Background: an optimization exercise with open tools, aiming at small area, a short achievable clock period and few clock cycles per item. Do not read the settings as production practice. The RTL was checked by simulation tests, not by an equivalence proof against the original design. No activity file was given, so power comes from the tool's default toggle rates.

**flow/design.v**
```verilog
`timescale 1ns / 1ps
package dqvs_pkg;
  localparam int DEPTH_DEF = 64;
  localparam int COUNT_W   = 7;
  localparam logic [2:0] CMD_PUSH_BACK  = 3'd0;
  localparam logic [2:0] CMD_PUSH_FRONT = 3'd1;
  localparam logic [2:0] CMD_POP_FRONT  = 3'd2;
  localparam logic [2:0] CMD_POP_BACK   = 3'd3;
  localparam logic [2:0] CMD_SEARCH     = 3'd4;
  localparam logic [1:0] ST_OK       = 2'd0;
  localparam logic [1:0] ST_EMPTY    = 2'd1;
  localparam logic [1:0] ST_FULL     = 2'd2;
  localparam logic [1:0] ST_NOTFOUND = 2'd3;
  typedef enum logic {
    S_IDLE,
    S_SEARCH
  } state_t;
  typedef struct packed {
    logic [2:0]         cmd;
    logic signed [31:0] value;
  } in_t;
  typedef struct packed {
    logic [1:0]           status;
    logic signed [31:0]   found_value;
    logic [COUNT_W-1:0]   count;
  } out_t;
endpackage
`timescale 1ns / 1ps
module dqvs_mem #(
  parameter int DEPTH = dqvs_pkg::DEPTH_DEF
) (
  input  logic             clk,
  input  logic [DEPTH-1:0] we,
  input  logic [31:0]      value,
  output logic [DEPTH-1:0] eq
);
  logic [31:0] mem_r [DEPTH];
  for (genvar i = 0; i < DEPTH; i++) begin : g_ent
    always_ff @(posedge clk) begin
      if (we[i]) begin
        mem_r[i] <= value;
      end
    end
    assign eq[i] = (mem_r[i] == value);
  end
endmodule
`timescale 1ns / 1ps
module dqvs_ctrl #(
  parameter int DEPTH = dqvs_pkg::DEPTH_DEF
) (
  input  logic             clk,
  input  logic             rst_n,
  input  logic             start,
  output logic             busy,
  input  dqvs_pkg::in_t    in_data,
  output logic             out_valid,
  output dqvs_pkg::out_t   out_data,
  output logic [DEPTH-1:0] we,
  output logic [31:0]      value,
  input  logic [DEPTH-1:0] eq
);
  localparam int PTR_W = $clog2(DEPTH);
  localparam int CNT_W = $clog2(DEPTH + 1);
  localparam logic [CNT_W-1:0] FULL_CNT = CNT_W'(DEPTH);
  logic              v0_r;
  logic              pb0_ok_r, pf0_ok_r, qf0_ok_r, qb0_ok_r, sr0_r;
  logic [1:0]        cls0_r;                              
  logic [31:0]       val0_r;
  logic              rst0_n_r;                            
  logic [7:0]        fhi_r, flo_r;   
  logic [7:0]        bhi_r, blo_r;   
  logic [CNT_W-1:0]  cnt_r;
  logic              full_r, empty_r;
  logic [DEPTH-1:0]  held_r;
  logic              v1_r, srch1_r;
  logic [1:0]        st1_r;
  logic [CNT_W-1:0]  cnt1_r;
  logic [31:0]       key1_r;
  logic [DEPTH/2-1:0] match1_r;   
  logic              out_valid_r;
  dqvs_pkg::out_t    out_r;
  logic [DEPTH-1:0]  clr_held;
  logic              push_b, push_f, pop_f, pop_b, push, pop;
  logic [1:0]        st;
  logic [CNT_W-1:0]  cnt_nxt;
  logic              found;
  logic              full_nxt, empty_nxt;
  always_ff @(posedge clk) begin
    if (!rst_n) begin
      v0_r  <= 1'b0;
      pb0_ok_r <= 1'b0;
      pf0_ok_r <= 1'b0;
      qf0_ok_r <= 1'b0;
      qb0_ok_r <= 1'b0;
      pbl_r    <= '0;
      pfl_r    <= '0;
      qfl_r    <= '0;
      qbl_r    <= '0;
    end else begin
      v0_r  <= start;
      pb0_ok_r <= start && (in_data.cmd == dqvs_pkg::CMD_PUSH_BACK)  && !full_nxt;
      pf0_ok_r <= start && (in_data.cmd == dqvs_pkg::CMD_PUSH_FRONT) && !full_nxt;
      qf0_ok_r <= start && (in_data.cmd == dqvs_pkg::CMD_POP_FRONT)  && !empty_nxt;
      qb0_ok_r <= start && (in_data.cmd == dqvs_pkg::CMD_POP_BACK)   && !empty_nxt;
      pbl_r    <= {8{start && (in_data.cmd == dqvs_pkg::CMD_PUSH_BACK)  && !full_nxt}}  & blo_nxt;
      pfl_r    <= {8{start && (in_data.cmd == dqvs_pkg::CMD_PUSH_FRONT) && !full_nxt}}  & flo_nxt;
      qfl_r    <= {8{start && (in_data.cmd == dqvs_pkg::CMD_POP_FRONT)  && !empty_nxt}} & flo_nxt;
      qbl_r    <= {8{start && (in_data.cmd == dqvs_pkg::CMD_POP_BACK)   && !empty_nxt}} & blo_nxt;
    end
  end
  always_ff @(posedge clk) begin
    sr0_r    <= (in_data.cmd == dqvs_pkg::CMD_SEARCH);
    cls0_r   <= {in_data.cmd[2:1] == 2'b00, in_data.cmd[2:1] == 2'b01};
    val0_r   <= in_data.value;
    rst0_n_r <= rst_n;
  end
  assign push_b = pb0_ok_r;
  assign push_f = pf0_ok_r;
  assign pop_f  = qf0_ok_r;
  assign pop_b  = qb0_ok_r;
  assign push   = push_b || push_f;
  assign pop    = pop_f || pop_b;
  always_comb begin
    st = dqvs_pkg::ST_OK;
    if (cls0_r[1] && full_r)  st = dqvs_pkg::ST_FULL;
    if (cls0_r[0] && empty_r) st = dqvs_pkg::ST_EMPTY;
  end
  logic [7:0] pbl_r, pfl_r, qfl_r, qbl_r;   
  logic [7:0] fhi_nxt, flo_nxt, bhi_nxt, blo_nxt;
  for (genvar i = 0; i < DEPTH; i++) begin : g_ent
    localparam int NX = (i + 1) % DEPTH;
    assign we[i]       = (bhi_r[i/8] && pbl_r[i%8]) || (fhi_r[NX/8] && pfl_r[NX%8]);
    assign clr_held[i] = (fhi_r[i/8] && qfl_r[i%8]) || (bhi_r[NX/8] && qbl_r[NX%8]);
  end
  always_comb begin
    fhi_nxt = fhi_r;
    flo_nxt = flo_r;
    bhi_nxt = bhi_r;
    blo_nxt = blo_r;
    if (push_b) begin
      blo_nxt = {blo_r[6:0], blo_r[7]};
      if (blo_r[7]) bhi_nxt = {bhi_r[6:0], bhi_r[7]};
    end
    if (pop_b) begin
      blo_nxt = {blo_r[0], blo_r[7:1]};
      if (blo_r[0]) bhi_nxt = {bhi_r[0], bhi_r[7:1]};
    end
    if (pop_f) begin
      flo_nxt = {flo_r[6:0], flo_r[7]};
      if (flo_r[7]) fhi_nxt = {fhi_r[6:0], fhi_r[7]};
    end
    if (push_f) begin
      flo_nxt = {flo_r[0], flo_r[7:1]};
      if (flo_r[0]) fhi_nxt = {fhi_r[0], fhi_r[7:1]};
    end
    if (!rst0_n_r) begin
      fhi_nxt = 8'd1;
      flo_nxt = 8'd1;
      bhi_nxt = 8'd1;
      blo_nxt = 8'd1;
    end
  end
  always_comb begin
    cnt_nxt = cnt_r;
    if (push) cnt_nxt = cnt_r + CNT_W'(1);
    else if (pop) cnt_nxt = cnt_r - CNT_W'(1);
  end
  assign full_nxt  = rst0_n_r && ((push && cnt_r == FULL_CNT - CNT_W'(1)) || (full_r && !pop));
  assign empty_nxt = !rst0_n_r || (pop && cnt_r == CNT_W'(1)) || (empty_r && !push);
  always_ff @(posedge clk) begin
    if (!rst0_n_r) begin
      fhi_r   <= 8'd1;
      flo_r   <= 8'd1;
      bhi_r   <= 8'd1;
      blo_r   <= 8'd1;
      cnt_r   <= '0;
      full_r  <= 1'b0;
      empty_r <= 1'b1;
      held_r  <= '0;
    end else begin
      fhi_r   <= fhi_nxt;
      flo_r   <= flo_nxt;
      bhi_r   <= bhi_nxt;
      blo_r   <= blo_nxt;
      cnt_r   <= cnt_nxt;
      full_r  <= full_nxt;
      empty_r <= empty_nxt;
      held_r  <= (held_r | we) & ~clr_held;
    end
  end
  always_ff @(posedge clk) begin
    if (!rst_n) begin
      v1_r <= 1'b0;
    end else begin
      v1_r <= v0_r;
    end
  end
  always_ff @(posedge clk) begin
    srch1_r  <= sr0_r;
    st1_r    <= st;
    cnt1_r   <= cnt_nxt;
    key1_r   <= val0_r;
    for (int k = 0; k < DEPTH / 2; k++) begin
      match1_r[k] <= (eq[2*k] && held_r[2*k]) || (eq[2*k+1] && held_r[2*k+1]);
    end
  end
  assign found = |match1_r;
  always_ff @(posedge clk) begin
    if (!rst_n) begin
      out_valid_r <= 1'b0;
    end else begin
      out_valid_r <= v1_r;
    end
  end
  always_ff @(posedge clk) begin
    out_r.count <= cnt1_r;
    if (srch1_r) begin
      out_r.status      <= found ? dqvs_pkg::ST_OK : dqvs_pkg::ST_NOTFOUND;
      out_r.found_value <= found ? key1_r : '0;
    end else begin
      out_r.status      <= st1_r;
      out_r.found_value <= '0;
    end
  end
  assign value     = val0_r;
  assign busy      = 1'b0;
  assign out_valid = out_valid_r;
  assign out_data  = out_r;
endmodule
`timescale 1ns / 1ps
module deque_with_value_search #(
  parameter int DEPTH = dqvs_pkg::DEPTH_DEF
) (
  input  logic           clk,
  input  logic           rst_n,
  input  logic           start,
  output logic           busy,
  input  dqvs_pkg::in_t  in_data,
  output logic           out_valid,
  output dqvs_pkg::out_t out_data
);
  localparam int PTR_W = $clog2(DEPTH);
  logic [DEPTH-1:0] we, eq;
  logic [31:0]      value;
  dqvs_ctrl #(
    .DEPTH(DEPTH)
  ) u_ctrl (
    .clk       (clk),
    .rst_n     (rst_n),
    .start     (start),
    .busy      (busy),
    .in_data   (in_data),
    .out_valid (out_valid),
    .out_data  (out_data),
    .we        (we),
    .value     (value),
    .eq        (eq)
  );
  dqvs_mem #(
    .DEPTH(DEPTH)
  ) u_mem (
    .clk   (clk),
    .we    (we),
    .value (value),
    .eq    (eq)
  );
endmodule
`timescale 1ns / 1ps
module deque_search (
  input  logic        clk,
  input  logic        rst_n,
  input  logic        start,
  output logic        busy,
  input  logic [2:0]  in_cmd,
  input  logic [31:0] in_value,
  output logic        out_valid,
  output logic [1:0]  out_status,
  output logic [31:0] out_found_value,
  output logic [6:0]  out_count
);
  dqvs_pkg::in_t  in_data;
  dqvs_pkg::out_t out_data;
  assign in_data.cmd   = in_cmd;
  assign in_data.value = in_value;
  deque_with_value_search #(
    .DEPTH(dqvs_pkg::DEPTH_DEF)
  ) u_deque (
    .clk       (clk),
    .rst_n     (rst_n),
    .start     (start),
    .busy      (busy),
    .in_data   (in_data),
    .out_valid (out_valid),
    .out_data  (out_data)
  );
  assign out_status      = out_data.status;
  assign out_found_value = out_data.found_value;
  assign out_count       = out_data.count;
endmodule
```
**flow/run.sh**
```bash
#!/bin/bash
# synth_recipe.tcl (not shown) runs the flow's synth.tcl, then flattens the netlist and writes it again
# the make line also repeats each setting of config.mk as NAME=value (left out here)
make -C /OpenROAD-flow-scripts/flow DESIGN_CONFIG=/design/flow/config.mk WORK_HOME=/design/flow/orfs CLKGATE_MAP_FILE= SYNTH_SCRIPT=/design/flow/synth_recipe.tcl finish
```
**flow/config.mk**
```make
export PLATFORM = sky130hd
export DESIGN_NAME = deque_search
export DESIGN_NICKNAME = deque_search
export VERILOG_FILES = /design/flow/design.v
export SDC_FILE = /design/flow/constraint.sdc
export NUM_CORES = 4
export LEC_CHECK = 0
export CAP_MARGIN = 20
export CORE_MARGIN = 2
export CORE_UTILIZATION = 55
export CTS_CLUSTER_DIAMETER = 100
export CTS_CLUSTER_SIZE = 24
export SETUP_SLACK_MARGIN = 2.75
export SLEW_MARGIN = 20
```
**flow/constraint.sdc**
```tcl
create_clock -name core_clock -period 5.0 [get_ports {clk}]
set_input_delay 1.0000 -clock core_clock [delete_from_list [all_inputs] [get_ports {clk}]]
set_output_delay 1.0000 -clock core_clock [all_outputs]
set_load 0.01 [all_outputs]
```
==> results of run 1 <==
state kept, by name, summed over array words and instances (netlist names), 7 cells and up:
| signal | cells |
|---|---|
| u_deque.u_ctrl.fhi_r | 8 |
| u_deque.u_ctrl.match1_r | 32 |
| u_deque.u_ctrl.blo_r | 8 |
| u_deque.u_ctrl.out_r | 41 |
| u_deque.u_ctrl.bhi_r | 8 |
| u_deque.u_mem.mem_r | 2048 |
| u_deque.u_ctrl.flo_r | 8 |
| u_deque.u_ctrl.cnt1_r | 7 |
| u_deque.u_ctrl.val0_r | 32 |
| u_deque.u_ctrl.qfl_r | 8 |
| u_deque.u_ctrl.pbl_r | 8 |
| u_deque.u_ctrl.held_r | 64 |
| u_deque.u_ctrl.key1_r | 32 |
| u_deque.u_ctrl.qbl_r | 8 |
| u_deque.u_ctrl.pfl_r | 8 |
| u_deque.u_ctrl.cnt_r | 7 |
logic make-up after synthesis:
group | count (synthesis) | synth area share (%)
flops | 2343 | 71.2
mux | 16 | 0.169
xor+xnor | 2044 | 18.9
fa+ha+maj | 3 | 0.0396
buf+inv | 356 | 1.81
simple gates | 904 | 5.51
compound gates | 282 | 2.41
other cells | 1 | 0.00396
worst paths after layout:
kind                         endpoint  slack, ns  cells past startpoint
max          u_deque.u_ctrl.out_r[14]       2.75                      5
min            u_deque.u_ctrl.srch1_r       0.32                      0
max reg2reg  u_deque.u_ctrl.out_r[14]       2.75                      5
min reg2reg    u_deque.u_ctrl.srch1_r       0.32                      0
layer usage:
layer	vias to the layer above	wire [um]	track usage [%]
li1	22384	-	-
met1	27310	119000	45.1
met2	2064	128000	47.6
met3	299	21600	3.82
met4	6	7090	7.91
met5	-	40	0
worst max-delay path, stage by stage, from the launching register on:
cell and delay, ns:
dfxtp_1 0.41, nor4_2 0.51, nand4_1 0.31, o21a_4 0.38, buf_4 0.27, and2_1 0.22
power by group through the flow:
stage          Sequential, mW  Clock (mW)  Combinational [mW]
6_report                 21.3        10.3                2.53
5_1_grt                  21.3        11.1                2.63
4_1_cts                  21.3        10.4                2.38
3_5_place_dp             22.0           0                1.83
3_3_place_gp             22.0           0                1.81
2_1_floorplan            21.8           0                1.09
layout make-up:
type / instances / area share (%)
sequential: 2343 / 63.6
multi-input combinational: 3250 / 24.4
timing repair buffer: 563 / 6.21
clock buffer: 197 / 2.90
tap: 2310 / 2.72
inverter: 34 / 0.120
clock inverter: 6 / 0.0613
antenna: 6 / 0.0141
stage by stage:
stage | std cells | instance area [um^2]
floorplan | 5949 | 94800
global placement | 8288 | 99700
detailed placement | 8288 | 99700
CTS | 8656 | 105000
global route | 8703 | 106000
finish | 8709 | 106000
synthesized netlist by cell type, drive strengths merged (42+ instances only):
master  count  area (um^2)
nand4     311         1950
clkbuf     70          263
buf       252         1320
o211a      78          781
xor2      993         8700
nor3       59          295
xnor2    1051         9210
nand3      99          495
nand2      57          214
dfxtp     295         5910
nor4      272         1700
a22o       64          561
and2       45          282
nor2       42          158
edfxtp   2048        61500
a22oi      65          488
repair_timing:
action	4_1_cts	5_1_grt
resized for setup	227	100
cloned	2	13
hold buffers	0	0
pin swaps	2	14
endpoints found under the setup margin	191	128
setup buffers	163	34
==> results by group, run 1 <==
Power and ir drop
  – Static leakage: 34.8 nW
  – Flop pwr share: 62.4%
  – Peak supply drop: 0.000363 V
  – Clock power frac: between 30% and 40%
  – Net Sw Power: 7.76 mW
  – Pint: 26.4 mW
  – Overall power: 34.1 mW
  – Combinational share of power: 7.4%
  – PwrDens: between 300 and 400 mW/mm^2
  – Sw Ratio: 22.7%

Floorplanning
  – Die span in y: 419 um
  – Die ar.: between 0.15 and 0.2 mm^2
  – Top Ports: 81
  – Overall die width: 419 um
  – Row count: 152
  – Core ar.: 0.171 mm^2
  – Initial Util: 55.3%

Yosys
  – Syn Inst Count: between 5000 and 6000
  – Main synth FF type: edfxtp_1
  – Ys Warns: 3
  – Ys async rst share: 0%
  – Number of flops mapped to enable cells by yosys: 2048
  – Netlist Area Pre-Place: 0.0947 mm^2
  – Syn nets: 5990
  – Netlist cell types: 45
  – Seq cells post-synth: 2343
  – Syn Area/Cell: approximately 16 um^2
  – Register area share after synthesis: 71.2%

STA
  – Tcrit/Tclk final: 45.0%
  – Slew Viols, Final: 0
  – Least-Margin Pin Slew: 1.14 ns
  – Hold Vio Cnt, Final: 0
  – Min Hold Slack: 0.321 ns
  – RSZ-0062 raised after global routing: true
  – Final WS setup: 2.75 ns
  – Setup Skew: 0.0380 ns
  – # setup viols final: 0
  – Slew HR: 23.6%
  – Post-Route Setup TNS: 0 ns
  – Min Tclk post-route: 2.25 ns
  – Fmax: about 0.44 GHz

Final layout
  – Area of the multi-input gates: around 0.026 mm^2
  – Commonest non-fill, non-tap cell in the layout: edfxtp_1
  – FILL cells: 12728
  – Layout area overhead: 12.1%
  – Share of cells above drive strength 1: a little under an eighth
  – Fin util: 62.0%
  – Final nets: about 6300
  – FF+latch area: 0.0676 mm^2
  – Most frequent cells in the layout: 2048 x edfxtp_1, 1050 x xnor2_1, 993 x xor2_1, 311 x nand4_1, 301 x buf_4

Placement
  – Port Buffer Count: 79
  – DP HPWL: 143 mm
  – Place WS: 2.00 ns
  – GPL Wtd Cong: around 0.81

Route
  – Drt drc: 0
  – Vias/cell: 5.98
  – Aggregate routed wire length: 276 mm
  – Initial DRC Count: approximately 6000
  – Detail Route Antenna Nets: 0
  – Wirelength per Cell: roughly 32 um
  – Pre-Repair DR Iteration Count: 5
  – Via count: about 52000

Worst hold path
  – Min-delay src: u_deque.u_ctrl.sr0_r
  – Hold crit path type: flip-flop to flip-flop

Global route
  – GRT Total Usage: 30.3%
  – Initial antenna violation count: 12
  – Largest net degree at the start of global routing: 55
  – First-pass GRT wire length: ~380 mm
  – GR Overflow Total: 0
  – Number of global-route vias before repair: 49148

Worst setup path
  – CP Data Arrival Time: roughly 2.9 ns
  – Crit start category: flip-flop
  – Worst setup path class: flip-flop to flip-flop
  – Reg-to-Reg Start: u_deque.u_ctrl.match1_r[9]
  – CP startpoint: u_deque.u_ctrl.match1_r[9]
  – Nature of the critical path endpoint: flip-flop
  – Worst Path Max Fanout: 24
  – Worst EP required: 5.67 ns

Clocking
  – CTS clk-pin slew, worst paths: 0.10 ns
  – CTS sink cnt: ~2300
  – Clock buffer depth: 3
  – Worst-skew pair later-pin latency: 0.79 ns
  – CTS tree: built
  – Clock root buffer: clkbuf_16
  – Total CTS buffers: 107
  – H-Tree Depth: 3

Outcome
  – Status: complete, no violations

Job
  – Max Cap Viol: 0
Testbench counts, summed over its fixed seeds: cycles 12,024, commands 12,000.
==> run 2: changes to the inputs <==
--- a/flow/config.mk
+++ b/flow/config.mk
@@ -12,3 +12,4 @@
 export CTS_CLUSTER_SIZE = 24
 export SETUP_SLACK_MARGIN = 2.75
 export SLEW_MARGIN = 20
+export TNS_END_PERCENT = 10
==> run 2 against run 1 <==
Compared with the run above:
- still clean on timing, DRC and antenna
- design area about the same
- maximum frequency fell by 4.2%
- via count increased by 0.35%
- final cell count grew 0.28%
- critical endpoint unchanged
- largest power group unchanged
==> results by group, run 2 <==
STA
  – Fmax: approximately 0.43 GHz
  – Tcrit/Tclk final: 47.0%
  – Hold Vio Cnt, Final: 0
  – # setup viols final: 0
  – Slew HR: 20.4%
  – Setup Skew: 0.0384 ns
  – Min Tclk post-route: 2.35 ns
  – Min Hold Slack: ~0.32 ns
  – Post-Route Setup TNS: 0 ns
  – RSZ-0062 raised after global routing: true
  – Least-Margin Pin Slew: 1.19 ns
  – Slew Viols, Final: 0

Clocking
  – CTS sink cnt: ~2300
  – CTS tree: built
  – Clock buffer depth: 3
  – Worst-skew pair later-pin latency: 0.79 ns
  – H-Tree Depth: 3
  – Clock root buffer: clkbuf_16
  – Total CTS buffers: 107
  – CTS clk-pin slew, worst paths: 0.10 ns

Power and ir drop
  – Peak supply drop: 0.000457 V
  – Flop pwr share: 62.4%
  – Combinational share of power: 7.5%
  – Sw Ratio: 22.8%
  – PwrDens: 321 mW/mm^2
  – Clock power frac: a little under a third
  – Static leakage: 34.9 nW
  – Pint: about 26 mW
  – Net Sw Power: 7.77 mW

Final layout
  – Largest Register: u_deque.u_mem.mem_r
  – Largest registers: u_deque.u_mem.mem_r (2048), u_deque.u_ctrl.held_r (64), u_deque.u_ctrl.out_r (41)
  – Max reg flops: 2048
  – Layout area overhead: 12.2%
  – Most frequent cells in the layout: 2048 x edfxtp_1, 1050 x xnor2_1, 993 x xor2_1, 329 x buf_4, 311 x nand4_1
  – Fin cells: 8733
  – FILL cells: roughly 13000
  – Final nets: 6364
  – Share of cells above drive strength 1: 11.4%
  – Commonest non-fill, non-tap cell in the layout: edfxtp_1
  – Cell area after layout: 0.106 mm^2
  – Fin util: 62.0%

Job
  – Max Cap Viol: 0

Global route
  – Initial antenna violation count: 10
  – First-pass GRT wire length: ~370 mm
  – GR Overflow Total: 0
  – Largest net degree at the start of global routing: 55
  – GRT Total Usage: 30.1%
  – Number of global-route vias before repair: between 40000 and 50000

Yosys
  – Synth area leaders: edfxtp_1 65%, xnor2_1 9.7%, xor2_1 9.2%
  – Netlist Area Pre-Place: 0.0947 mm^2
  – Largest area contributor in the netlist: edfxtp_1
  – Syn Inst Count: between 5000 and 6000
  – Seq cells post-synth: 2343
  – Number of flops mapped to enable cells by yosys: 2048
  – Syn nets: roughly 6000
  – Yosys top cell area share: 64.9%
  – Ys Warns: 3
  – Ys async rst share: 0%
  – Largest family of logic cells by synthesized area: XOR/XNOR gates
  – Complex-gate fraction of the synthesized area: between 2 and 2.5%
  – Post-synthesis mux area share: 0.169%
  – Commonest cells post-synth: 2048 x edfxtp_1, 1051 x xnor2_1, 993 x xor2_1, 311 x nand4_1, 295 x dfxtp_1
  – Synth Area in Simple Gates: 5.51%
  – Syn Area/Cell: 15.9 um^2
  – Netlist cell types: 45
  – Main synth FF type: edfxtp_1
  – Register area share after synthesis: 71.2%
  – Synth Area in XOR/XNOR: 18.9%
  – Synth Area in Adders: 0.0396%
  – Cell with the most instances after synthesis: edfxtp_1

Outcome
  – Status: complete, no violations

Worst hold path
  – Hold Path Sink: u_deque.u_ctrl.srch1_r
  – Min-delay src: u_deque.u_ctrl.sr0_r
  – Worst hold path depth: 0
  – Hold crit path type: flip-flop to flip-flop

Worst setup path
  – Reg-to-Reg Start: u_deque.u_ctrl.match1_r[9]
  – Crit start category: flip-flop
  – Flop2flop setup slack: 2.65 ns
  – Worst setup path class: flip-flop to flip-flop
  – Worst EP required: roughly 5.7 ns
  – Worst Path Max Fanout: 24
  – Nature of the critical path endpoint: flip-flop
  – CP Data Arrival Time: around 3.0 ns
  – Worst R2R End: u_deque.u_ctrl.out_r[14]
  – R2R cell count: 5

Placement
  – DP HPWL: 143 mm
  – GPL Wtd Cong: 0.810
  – Port Buffer Count: between 70 and 80
  – Dpl cells: 8288
  – Placed cell area: about 0.10 mm^2

Floorplanning
  – Row count: between 150 and 200
  – Die span in y: 419 um
  – Die ar.: roughly 0.18 mm^2
  – Initial Util: 55.3%
  – Overall die width: 419 um
  – Top Ports: a little over 80
  – Core ar.: 0.171 mm^2

Route
  – Initial DRC Count: 5825
  – Wirelength per Cell: ~32 um
  – Pre-Repair DR Iteration Count: 7
  – Detail Route Antenna Nets: 0
  – Vias/cell: approximately 6
  – Aggregate routed wire length: 279 mm
  – Via count: 52245
  – Drt drc: 0
-- run 2: cell counts after synthesis --
Identical to the previous run, type by type.
-- run 2: cell type report --
type,instances,area [um^2],area share (%)
Tap cell,2310,2890,2.72
Sequential cell,2343,67500,63.6
Antenna cell,6,15.0,0.0141
Clock buffer,197,3080,2.90
Clock inverter,6,65.1,0.0612
Timing Repair Buffer,587,6740,6.34
Inverter,34,128,0.120
Multi-Input combinational cell,3250,25800,24.3
-- run 2: per-layer routing --
| layer | vias to the layer above | GRT usage (%) | routed length [um] |
|---|---|---|---|
| met4 | 4 | 7.67 | 8220 |
| met2 | 2121 | 47.3 | 129000 |
| met5 | - | 0 | 26 |
| met1 | 27355 | 44.6 | 119000 |
| met3 | 327 | 4.07 | 21800 |
| li1 | 22438 | - | - |
-- run 2: metrics by stage --
stage | setup slack (ns) | power, mW
after detailed placement | 2.00 | 23.8
after global placement | 2.04 | 23.8
final | 2.65 | 34.1
after floorplan | 2.84 | 22.9
after CTS | 2.59 | 34.1
after global routing | 2.64 | 35.1
-- run 2: timing repair --
item	4_1_cts	5_1_grt
pin swaps	0	12
setup endpoints to repair	191	212
endpoints found under the hold margin	0	0
hold buffers	0	0
gates cloned	1	17
gates resized for setup	115	119
setup buffers	146	72
-- run 2: power by group through the flow --
| stage | Sequential (mW) | Clock (mW) | Combinational [mW] |
|---|---|---|---|
| after global routing | 21.3 | 11.1 | 2.67 |
| final | 21.3 | 10.3 | 2.56 |
| after floorplan | 21.8 | 0 | 1.09 |
| after detailed placement | 22.0 | 0 | 1.83 |
| after global placement | 22.0 | 0 | 1.81 |
| after CTS | 21.3 | 10.4 | 2.33 |
-- run 2: cell families (layout without fill, tap and decap cells) --
| group | Yosys count | count (layout) |
|---|---|---|
| and+or+nand+nor | 904 | 904 |
| xor gates and xnor gates | 2044 | 2044 |
| buffers and inverters | 356 | 824 |
| DFF | 2343 | 2343 |
| adders and majority gates | 3 | 3 |
| AOI/OAI and AO/OA | 282 | 282 |
| other | 1 | 7 |
| muxes | 16 | 16 |
-- run 2: critical path: stages (launching register included) --
cell	delay [ns]
dfxtp_1	0.42
nor4_2	0.51
nand4_1	0.29
o21a_2	0.44
buf_4	0.31
and2_1	0.22
-- run 2: worst max-delay path by stage --
| stage | slack (ns) | cells past startpoint | from | end |
|---|---|---|---|---|
| 2_1_floorplan | 2.84 | 6 | u_deque.u_ctrl.val0_r[12] | u_deque.u_ctrl.match1_r[2] |
| 3_3_place_gp | 2.04 | 6 | u_deque.u_ctrl.val0_r[21] | u_deque.u_ctrl.match1_r[1] |
| 3_5_place_dp | 2.00 | 6 | u_deque.u_ctrl.val0_r[21] | u_deque.u_ctrl.match1_r[1] |
| 4_1_cts | 2.59 | 1 | u_deque.u_ctrl.out_r[28] | out_found_value[21] |
| 5_1_grt | 2.64 | 1 | u_deque.u_ctrl.out_r[7] | out_found_value[0] |
| 6_report | 2.65 | 5 | u_deque.u_ctrl.match1_r[9] | u_deque.u_ctrl.out_r[14] |
==> run 3: changes to the inputs <==
--- a/flow/config.mk
+++ b/flow/config.mk
@@ -10,6 +10,5 @@
 export CORE_UTILIZATION = 55
 export CTS_CLUSTER_DIAMETER = 100
 export CTS_CLUSTER_SIZE = 24
-export SETUP_SLACK_MARGIN = 2.75
+export SETUP_SLACK_MARGIN = 2.9
 export SLEW_MARGIN = 20
-export TNS_END_PERCENT = 10
==> run 3 against run 2 <==
Compared with the run above:
- still clean on timing, DRC and antenna
- power rose by 0.83%
- clock skew fell by 0.010 ns
- critical path depth fell by 4
- sequential cell count did not move
- synthesized area did not move
- setup slack improved by 0.13 ns
- hold slack improved by 0.0076 ns
- sequential share of layout area fell by 1.3 points
- register-to-register slack improved by 0.18 ns
- combinational power rose by 11%
- via count rose by 3.1%
- highest routed layer unchanged
==> results by group, run 3 <==
Power and ir drop
  – Pint: around 27 mW
  – Net Sw Power: 7.92 mW
  – Clock power frac: roughly 30%
  – Combinational share of power: under 10%
  – Flop pwr share: 61.9%
  – Sw Ratio: 23.0%
  – Static leakage: 36.1 nW
  – Peak supply drop: 0.000365 V
  – Overall power: approximately 34 mW
  – PwrDens: 317 mW/mm^2

Outcome
  – Status: complete, no violations

Route
  – Pre-Repair DR Iteration Count: 6
  – Drt drc: 0
  – Via count: 53853
  – Initial DRC Count: 7488
  – Wirelength per Cell: between 30 and 40 um
  – Detail Route Antenna Nets: 0
  – Aggregate routed wire length: 297 mm
  – Vias/cell: 6.09

Floorplanning
  – Overall die width: between 400 and 500 um
  – Initial Util: 55.3%
  – Top Ports: 81
  – Row count: 152
  – Die span in y: between 400 and 500 um
  – Core ar.: 0.171 mm^2
  – Die ar.: ~0.18 mm^2

Clocking
  – CTS Hold Bufs: 0
  – CTS sink cnt: 2343
  – Worst-skew pair later-pin latency: 0.79 ns
  – Clock root buffer: clkbuf_16
  – Clock buffer depth: 3
  – CTS clk-pin slew, worst paths: 0.10 ns
  – H-Tree Depth: 3
  – CTS tree: built
  – Total CTS buffers: 107

STA
  – Slew HR: 25.4%
  – Tcrit/Tclk final: between 40% and 50%
  – Least-Margin Pin Slew: 1.12 ns
  – Final WS setup: about 2.8 ns
  – Slew Viols, Final: 0
  – Post-Route Setup TNS: 0 ns
  – RSZ-0062 raised after global routing: true
  – Min Hold Slack: 0.330 ns
  – Setup Skew: 0.0283 ns
  – Min Tclk post-route: roughly 2.2 ns
  – Fmax: between 0.4 and 0.5 GHz
  – # setup viols final: 0
  – Hold Vio Cnt, Final: 0

Yosys
  – Main synth FF type: edfxtp_1
  – Netlist cell types: 45
  – Synth area leaders: edfxtp_1 65%, xnor2_1 9.7%, xor2_1 9.2%
  – Yosys top cell area share: 64.9%
  – Ys Warns: 3
  – Cell with the most instances after synthesis: edfxtp_1
  – Commonest cells post-synth: 2048 x edfxtp_1, 1051 x xnor2_1, 993 x xor2_1, 311 x nand4_1, 295 x dfxtp_1
  – Netlist Area Pre-Place: roughly 0.095 mm^2
  – Register area share after synthesis: between 70% and 80%
  – Largest area contributor in the netlist: edfxtp_1
  – Seq cells post-synth: roughly 2300
  – Ys async rst share: 0%
  – Syn Area/Cell: 15.9 um^2
  – Syn nets: about 6000
  – Number of flops mapped to enable cells by yosys: 2048
  – Syn Inst Count: around 5900

Global route
  – First-pass GRT wire length: 393 mm
  – Met1 GRT Util: 47.8%
  – Met3 usage: 4.67%
  – Largest net degree at the start of global routing: 52
  – Initial antenna violation count: 27
  – Number of global-route vias before repair: 49487
  – Met2 track demand over resource: 49.9%
  – GRT Total Usage: 32.2%
  – Gr busiest metal: met2
  – GR Overflow Total: 0

Placement
  – Place WS: 2.18 ns
  – Port Buffer Count: 79
  – DP HPWL: 144 mm
  – GPL Wtd Cong: 0.820

Worst setup path
  – Nature of the critical path endpoint: output port
  – Worst EP required: 4.00 ns
  – CP top delay family: flip-flops
  – CP Data Arrival Time: roughly 1.2 ns
  – Buf/Inv on CP: 1
  – Crit start category: flip-flop
  – Worst Path Max Fanout: 1
  – CP Cell Sequence: buf_6
  – CP max stage delay: 0.33 ns
  – Worst setup path class: flip-flop to output port
  – Slowest cell on crit path: dfxtp_2

Final layout
  – Commonest non-fill, non-tap cell in the layout: edfxtp_1
  – Layout area overhead: 14.5%
  – Fin util: a little over three fifths
  – Largest registers: u_deque.u_mem.mem_r (2048), u_deque.u_ctrl.held_r (64), u_deque.u_ctrl.out_r (41)
  – Most frequent cells in the layout: 2048 x edfxtp_1, 1049 x xnor2_1, 992 x xor2_1, 377 x buf_4, 311 x nand4_1
  – Share of cells above drive strength 1: 14.2%
  – Max reg flops: 2048
  – Largest Register: u_deque.u_mem.mem_r
  – Ant. Diodes: 0
  – Final nets: 6481

Job
  – Max Cap Viol: 0

Worst hold path
  – Hold crit path type: flip-flop to flip-flop
==> run 3: per-layer routing <==
layer	vias to the layer above	part of all wire, %	routed length, um
li1	22641	-	-
met1	28215	42	125000
met2	2575	46	136000
met3	418	8.9	26400
met4	4	3.3	9720
met5	-	0.0091	27
==> run 3: final timing paths <==
| path | from | end | slack (ns) | depth (start not counted) |
|---|---|---|---|---|
| worst min register to register | u_deque.u_ctrl.cnt1_r[5] | u_deque.u_ctrl.out_r[5] | 0.33 | 0 |
| worst min-delay path | u_deque.u_ctrl.cnt1_r[5] | u_deque.u_ctrl.out_r[5] | 0.33 | 0 |
| worst max-delay path | u_deque.u_ctrl.out_r[30] | out_found_value[23] | 2.78 | 1 |
| worst max register to register | u_deque.u_ctrl.val0_r[18] | u_deque.u_ctrl.match1_r[2] | 2.83 | 8 |
==> run 3: area by class of cell <==
type                       instances  area (um^2)
sequential                      2343        67600
clock buffer                     193         3020
clock inverter                     8         97.6
fill                           12483        62900
multi-input combinational       3250        26200
inverter                          34          128
tap                             2310         2890
timing repair buffer             704         8620
==> run 3: kinds of logic (layout without fill, tap and decap cells) <==
kind of cell | Yosys count | count (layout) | synth area share (%)
adders and majority gates | 3 | 3 | 0.0396
other | 1 | 1 | 0.00396
DFF | 2343 | 2343 | 71.2
AOI/OAI and AO/OA | 282 | 282 | 2.41
and+or+nand+nor | 904 | 904 | 5.51
buffers and inverters | 356 | 939 | 1.81
xor gates and xnor gates | 2044 | 2044 | 18.9
muxes | 16 | 16 | 0.169
==> run 3: stage by stage <==
step	area, um^2	cells
after floorplan	94800	5949
after global placement	99600	8291
after detailed placement	99600	8291
after CTS	107000	8734
after global routing	108000	8842
final	108000	8842
==> run 3: power groups by stage <==
stage | sequential (mW) | clock [mW] | combinational (mW)
floorplan | 21.8 | 0 | 1.09
global placement | 22.0 | 0 | 1.79
detailed placement | 22.0 | 0 | 1.80
CTS | 21.3 | 10.4 | 2.60
global route | 21.3 | 11.0 | 2.92
finish | 21.3 | 10.3 | 2.83
==> run 3: timing repair <==
| item | CTS | global route |
|---|---|---|
| resized for setup | 300 | 154 |
| buffers inserted | 220 | 91 |
| pin swaps | 22 | 46 |
| gates cloned | 22 | 17 |
| hold endpoints to repair | 0 | 0 |
| setup endpoints to repair | 684 | 186 |
==> run 4: changes to the inputs <==
--- a/flow/config.mk
+++ b/flow/config.mk
@@ -10,5 +10,5 @@
 export CORE_UTILIZATION = 55
 export CTS_CLUSTER_DIAMETER = 100
 export CTS_CLUSTER_SIZE = 24
-export SETUP_SLACK_MARGIN = 2.9
+export SETUP_SLACK_MARGIN = 3.05
 export SLEW_MARGIN = 20
==> run 4 against run 3 <==
Compared with the run above:
- critical endpoint is now u_deque.u_ctrl.match1_r[20]
- register-to-register slack got worse by 0.09 ns
- via count rose by 4.7%
- power rose by 1.7%
- hold slack got worse by 0.016 ns
- count of clock-buffer cells in the layout rose by 6
- highest routed layer unchanged
==> results by group, run 4 <==
Placement
  – Placed cell area: slightly below 0.1 mm^2
  – Port Buffer Count: 79
  – DP HPWL: approximately 150 mm
  – GPL Wtd Cong: 0.812

Floorplanning
  – Core ar.: between 0.15 and 0.2 mm^2
  – Row count: 152
  – Die span in y: 419 um
  – Overall die width: 419 um
  – Initial Util: 55.3%
  – Die ar.: between 0.15 and 0.2 mm^2
  – Top Ports: 81

Final layout
  – Share of cells above drive strength 1: 19.0%
  – Fin util: between 60 and 70%
  – Commonest non-fill, non-tap cell in the layout: edfxtp_1
  – FILL cells: around 12000
  – Layout area overhead: 19.6%
  – Final nets: 6677
  – Cell area after layout: 0.113 mm^2
  – Most frequent cells in the layout: 2048 x edfxtp_1, 982 x xor2_1, 975 x xnor2_1, 420 x buf_4, 311 x nand4_1
  – Largest registers: u_deque.u_mem.mem_r (2048), u_deque.u_ctrl.held_r (64), u_deque.u_ctrl.out_r (41)
  – Largest Register: u_deque.u_mem.mem_r
  – Max reg flops: 2048

Yosys
  – Ys async rst share: 0%
  – Netlist cell types: 45
  – Cell with the most instances after synthesis: edfxtp_1
  – Synth area leaders: edfxtp_1 65%, xnor2_1 9.7%, xor2_1 9.2%
  – Ys Warns: 3
  – Main synth FF type: edfxtp_1
  – Seq cells post-synth: between 2000 and 2500
  – Netlist Area Pre-Place: 0.0947 mm^2
  – Largest area contributor in the netlist: edfxtp_1
  – Commonest cells post-synth: 2048 x edfxtp_1, 1051 x xnor2_1, 993 x xor2_1, 311 x nand4_1, 295 x dfxtp_1
  – Number of flops mapped to enable cells by yosys: just over 2000
  – Syn Inst Count: 5949
  – Syn nets: 5990
  – Yosys top cell area share: 64.9%
  – Register area share after synthesis: 71.2%
  – Syn Area/Cell: 15.9 um^2

STA
  – Hold Vio Cnt, Final: 0
  – Setup Skew: 0.0305 ns
  – RSZ-0062 raised after global routing: true
  – Fmax: 0.443 GHz
  – Post-Route Setup TNS: 0 ns
  – Least-Margin Pin Slew: 1.09 ns
  – Slew Viols, Final: 0
  – Tcrit/Tclk final: 45.2%
  – Min Tclk post-route: ~2.3 ns
  – # setup viols final: 0
  – Slew HR: 27.3%

Route
  – Pre-Repair DR Iteration Count: 8
  – Drt drc: 0
  – Vias/cell: 6.24
  – Detail Route Antenna Nets: 0
  – Via count: 56391
  – Aggregate routed wire length: 329 mm
  – Initial DRC Count: 8831
  – Wirelength per Cell: 36.4 um

Job
  – Max Cap Viol: 0

Worst setup path
  – R2R cell count: 7
  – Worst Path Max Fanout: 19
  – Worst EP required: 5.66 ns
  – Worst setup path class: flip-flop to flip-flop
  – Reg-to-Reg Start: u_deque.u_ctrl.val0_r[8]
  – Nature of the critical path endpoint: flip-flop
  – CP Data Arrival Time: 2.92 ns
  – Worst R2R End: u_deque.u_ctrl.match1_r[20]
  – Flop2flop setup slack: 2.74 ns
  – Crit start category: flip-flop

Power and ir drop
  – Static leakage: about 39 nW
  – Overall power: 35.0 mW
  – Peak supply drop: 0.000328 V
  – PwrDens: 309 mW/mm^2

Clocking
  – Total CTS buffers: 107
  – Worst-skew pair later-pin latency: 0.81 ns
  – CTS Hold Bufs: 0
  – CTS tree: built
  – Clock buffer depth: 3
  – CTS clk-pin slew, worst paths: about 0.10 ns
  – Clock root buffer: clkbuf_16
  – H-Tree Depth: 3
  – CTS sink cnt: roughly 2300

Global route
  – Largest net degree at the start of global routing: between 50 and 60
  – Met1 GRT Util: 52.1%
  – Met2 track demand over resource: a little under three fifths
  – Number of global-route vias before repair: 50940
  – First-pass GRT wire length: 431 mm
  – Gr busiest metal: met2
  – Met3 usage: between 6 and 7%
  – GRT Total Usage: 36.1%
  – Initial antenna violation count: 22
  – GR Overflow Total: 0

Outcome
  – Status: complete, no violations

Worst hold path
  – Min-delay src: u_deque.u_ctrl.cnt1_r[5]
  – Hold Path Sink: u_deque.u_ctrl.out_r[5]
  – Hold crit path type: flip-flop to flip-flop
  – Worst hold path depth: 0
run 4: area by class of cell:
type                    instances  area, um^2  share of cell area, %
clock buffers                 199        3110                   2.74
inverters                      34         128                  0.113
flip-flops and latches       2343       67600                   59.7
well taps                    2310        2890                   2.55
clock inverters                 2        17.5                 0.0155
multi-input cells            3251       27500                   24.2
repair buffers                899       12000                   10.6
diodes                          6        15.0                 0.0133
run 4: cells by family (layout without fill, tap and decap cells):
kind of cell,Yosys count,count (layout),synth area share (%)
AND/OR/NAND/NOR,904,905,5.51
AO/OA/AOI/OAI,282,282,2.41
XOR/XNOR,2044,2044,18.9
multiplexers,16,16,0.169
other,1,7,0.00396
buffers and inverters,356,1134,1.81
adder cells (fa/ha/maj),3,3,0.0396
flip-flops,2343,2343,71.2
run 4: worst max-delay path by stage:
stage | end | slack [ns] | start | depth (start not counted)
final | u_deque.u_ctrl.match1_r[20] | 2.74 | u_deque.u_ctrl.val0_r[8] | 7
after global routing | u_deque.u_ctrl.match1_r[20] | 2.70 | u_deque.u_ctrl.val0_r[8] | 7
after global placement | u_deque.u_ctrl.match1_r[20] | 1.60 | u_deque.u_ctrl.val0_r[24] | 7
after detailed placement | u_deque.u_ctrl.match1_r[20] | 1.54 | u_deque.u_ctrl.val0_r[24] | 7
after floorplan | u_deque.u_ctrl.pbl_r[0] | 3.04 | rst_n | 5
after CTS | out_found_value[30] | 2.70 | u_deque.u_ctrl.out_r[37] | 1
run 4: where the power goes:
group          switching (mW)  total, mW  internal, mW
Clock                    6.10       10.3          4.23
Combinational            2.01       3.39          1.38
Sequential             0.0684       21.3          21.2
run 4: routing by layer:
layer,part of all wire [%],vias to the layer above
met5,0.015,-
met1,40,29279
met2,45,3469
met4,4.5,8
met3,11,535
li1,-,23100
run 4: per-stage QoR:
step	hold WS [ns]	setup WS, ns	std cells
floorplan	0.310	3.04	5949
global placement	0.314	1.60	8269
detailed placement	0.312	1.54	8269
CTS	0.324	2.70	8886
global route	0.321	2.70	9038
finish	0.314	2.74	9044
run 4: what timing repair did:
action	CTS	global route
buffers inserted	355	137
cloned	61	15
pin swaps	169	180
resized for setup	640	257
endpoints found under the setup margin	945	531
run 4: critical path, cell delays in order, from the launching register on:
cell     delay [ns]
dfxtp_4        0.47
buf_12         0.22
buf_6          0.21
xnor2_1        0.15
nand4_1        0.14
nor4_2         0.29
nand4_1        0.20
o22ai_4        0.38
==> run 5: changes to the inputs <==
--- a/flow/config.mk
+++ b/flow/config.mk
@@ -8,7 +8,7 @@
 export CAP_MARGIN = 20
 export CORE_MARGIN = 2
 export CORE_UTILIZATION = 55
-export CTS_CLUSTER_DIAMETER = 100
-export CTS_CLUSTER_SIZE = 24
-export SETUP_SLACK_MARGIN = 3.05
+export CTS_CLUSTER_DIAMETER = 80
+export CTS_CLUSTER_SIZE = 20
+export SETUP_SLACK_MARGIN = 2.75
 export SLEW_MARGIN = 20
==> run 5 against run 4 <==
Compared with the run above:
- count of clock-buffer cells in the layout up 27
- synthesized area is the same
- clock skew rose by 0.0075 ns
- setup slack worse by 0.0060 ns
- largest power group unchanged
- largest cell class unchanged
- still clean on timing, DRC and antenna
==> results by group, run 5 <==
Worst setup path
  – Worst setup path class: flip-flop to flip-flop
  – CP top delay family: simple AND/OR/NAND/NOR gates
  – CP Data Arrival Time: 3.02 ns
  – CP Cell Sequence: buf_4 > buf_12 > xor2_1 > nor4_1 > nand4_1 > or4_1 > o22ai_1
  – Worst EP required: 5.75 ns
  – Buf/Inv on CP: 2
  – Worst Path Max Fanout: 36
  – CP max stage delay: 0.57 ns
  – Slowest cell on crit path: or4_1
  – Crit start category: flip-flop
  – Nature of the critical path endpoint: flip-flop

Final layout
  – Largest registers: u_deque.u_mem.mem_r (2048), u_deque.u_ctrl.held_r (64), u_deque.u_ctrl.out_r (41)
  – Max reg flops: 2048
  – Most frequent cells in the layout: 2048 x edfxtp_1, 1050 x xnor2_1, 993 x xor2_1, 311 x nand4_1, 308 x buf_4
  – Layout area overhead: 13.3%
  – Cell area after layout: 0.107 mm^2
  – Final nets: 6378
  – Commonest non-fill, non-tap cell in the layout: edfxtp_1
  – Share of cells above drive strength 1: between 10 and 15%
  – Largest Register: u_deque.u_mem.mem_r

Power and ir drop
  – Peak supply drop: 0.000398 V
  – Static leakage: 35.4 nW
  – Overall power: 36.0 mW
  – PwrDens: about 340 mW/mm^2

Route
  – Initial DRC Count: 5865
  – Drt drc: 0
  – Detail Route Antenna Nets: 0
  – Pre-Repair DR Iteration Count: 6
  – Met1 WL: between 100 and 150 mm
  – Aggregate routed wire length: about 280 mm
  – Wirelength per Cell: 31.7 um
  – Vias/cell: 5.97
  – Met2 WL: 128 mm
  – Met3 wire length: 21.1 mm
  – Top Layer Used: met5
  – Via count: 52293

Global route
  – Largest net degree at the start of global routing: 55
  – GR Overflow Total: 0
  – Number of global-route vias before repair: 49390
  – First-pass GRT wire length: between 300 and 400 mm
  – Initial antenna violation count: 10
  – GRT Total Usage: 30.5%

Yosys
  – Yosys top cell area share: between 60% and 70%
  – Cell with the most instances after synthesis: edfxtp_1
  – Largest area contributor in the netlist: edfxtp_1
  – Ys async rst share: 0%
  – Syn Inst Count: approximately 5900
  – Netlist cell types: 45
  – Seq cells post-synth: 2343
  – Netlist Area Pre-Place: 0.0947 mm^2
  – Syn nets: 5990
  – Register area share after synthesis: 71.2%
  – Syn Area/Cell: about 16 um^2
  – Synth area leaders: edfxtp_1 65%, xnor2_1 9.7%, xor2_1 9.2%
  – Number of flops mapped to enable cells by yosys: 2048
  – Commonest cells post-synth: 2048 x edfxtp_1, 1051 x xnor2_1, 993 x xor2_1, 311 x nand4_1, 295 x dfxtp_1
  – Ys Warns: 3
  – Main synth FF type: edfxtp_1

STA
  – # setup viols final: 0
  – Slew HR: around 23%
  – Setup Skew: 0.0380 ns
  – RSZ-0062 raised after global routing: true
  – Min Hold Slack: 0.328 ns
  – Post-Route Setup TNS: 0 ns
  – Slew Viols, Final: 0
  – Hold Vio Cnt, Final: 0
  – Tcrit/Tclk final: 45.3%
  – Least-Margin Pin Slew: approximately 1.2 ns
  – Fmax: approximately 0.44 GHz
  – Min Tclk post-route: 2.27 ns

Floorplanning
  – Die ar.: 0.176 mm^2
  – Row count: 152
  – Top Ports: slightly above 80
  – Die span in y: roughly 420 um
  – Core ar.: approximately 0.17 mm^2
  – Overall die width: ~420 um
  – Initial Util: 55.3%

Placement
  – Port Buffer Count: 79
  – DP HPWL: 143 mm
  – GPL Wtd Cong: approximately 0.81
  – Placed cell area: 0.0997 mm^2

Clocking
  – CTS Hold Bufs: 0
  – H-Tree Depth: 4
  – CTS tree: built
  – CTS sink cnt: 2343
  – Total CTS buffers: around 140
  – Worst-skew pair later-pin latency: approximately 0.83 ns
  – CTS clk-pin slew, worst paths: 0.08 ns
  – Clock buffer depth: 3
  – Clock root buffer: clkbuf_16

Worst hold path
  – Hold crit path type: flip-flop to flip-flop

Outcome
  – Status: complete, no violations

Job
  – Max Cap Viol: 0
[run 5: cell type report]
cell class	count	area (um^2)
multi-input combinational	3250	25800
clock inverter	27	199
tap	2310	2890
timing repair buffer	569	6650
inverter	34	128
antenna	4	10.0
clock buffer	226	4070
fill	12579	64000
sequential	2343	67600
[run 5: worst reg2reg max path, stage by stage (launching register included)]
cell     delay [ns]
dfxtp_4        0.38
buf_4          0.18
buf_12         0.31
xor2_1         0.15
nor4_1         0.29
nand4_1        0.15
or4_1          0.57
o22ai_1        0.15
[run 5: power by group]
| group | internal, mW | switching (mW) | total (mW) |
|---|---|---|---|
| clock network | 5.70 | 6.43 | 12.1 |
| logic | 0.922 | 1.61 | 2.53 |
| registers | 21.2 | 0.0744 | 21.3 |
[run 5: path summary, 6_finish.rpt]
| path | from | to | slack [ns] | cells after the start |
|---|---|---|---|---|
| hold reg to reg | u_deque.u_ctrl.sr0_r | u_deque.u_ctrl.srch1_r | 0.33 | 0 |
| hold / removal | u_deque.u_ctrl.sr0_r | u_deque.u_ctrl.srch1_r | 0.33 | 0 |
| setup reg to reg | u_deque.u_ctrl.val0_r[6] | u_deque.u_ctrl.match1_r[29] | 2.73 | 7 |
| setup / recovery | u_deque.u_ctrl.val0_r[6] | u_deque.u_ctrl.match1_r[29] | 2.73 | 7 |
[run 5: layer usage]
layer	GRT usage, %	vias up
met5	0	-
li1	-	22497
met3	4.28	355
met2	47.7	2016
met4	7.93	4
met1	45.0	27421
[run 5: repair_timing]
action | 4_1_cts | 5_1_grt
pin swaps | 1 | 9
cloned | 2 | 14
endpoints found under the setup margin | 190 | 176
setup buffers | 161 | 41
gates resized for setup | 215 | 95
[run 5: metrics by stage]
step	utilization, %	cells	worst slack (ns)
3_5_place_dp	58.2	8288	2.00
4_1_cts	61.9	8704	2.63
5_1_grt	62.6	8759	2.69
3_3_place_gp	58.2	8288	2.04
6_report	62.6	8763	2.73
2_1_floorplan	-	5949	2.84
[run 5: logic make-up after synthesis]
group                      after synthesis  share of synthesized area, %
AOI/OAI and AO/OA                      282                          2.41
xor gates and xnor gates              2044                          18.9
adders and majority gates                3                        0.0396
buffers and inverters                  356                          1.81
DFF                                   2343                          71.2
muxes                                   16                         0.169
other                                    1                       0.00396
and+or+nand+nor                        904                          5.51

==> port drivers added, routing unchanged <==
No port has a modelled driver above. Below, the same layouts with a new extraction and two added sets of constraints.
Step 1 sets driving cells, clkbuf_16 on the clock port and buf_2 on the other inputs (assumed; they add their load-dependent delay and slew).
Step 2 adds t to the input delays and takes it off the output delays; t is the mean of the earliest and latest rising clock arrival at the registers after step 1. Input paths then give back, and output paths get back, about the clock's delay inside the block.
a / b / c = no drivers / after step 1 / after step 2; a / b = the first two.
run | t, ns | slack for setup (ns) | worst setup path after step 2 | slew at the worst register clock pin (ns) | worst slew at a driven data input, ns
run 1 | 0.857 | 2.751 / 2.685 / 2.284 | input to register | 0.11 / 0.11 | 0.07
run 2 | 0.860 | 2.652 / 2.603 / 2.129 | input to register | 0.10 / 0.10 | 0.07
run 3 | 0.861 | 2.778 / 2.690 / 2.365 | input to register | 0.11 / 0.11 | 0.11
run 4 | 0.877 | 2.741 / 2.669 / 2.330 | input to register | 0.11 / 0.11 | 0.07
run 5 | 0.893 | 2.735 / 2.661 / 2.286 | input to register | 0.09 / 0.09 | 0.07
After both steps every run listed still meets setup and hold. The setup slack of run 2, which loses most, moves by -0.049 ns with the drivers and by -0.523 ns with both steps.
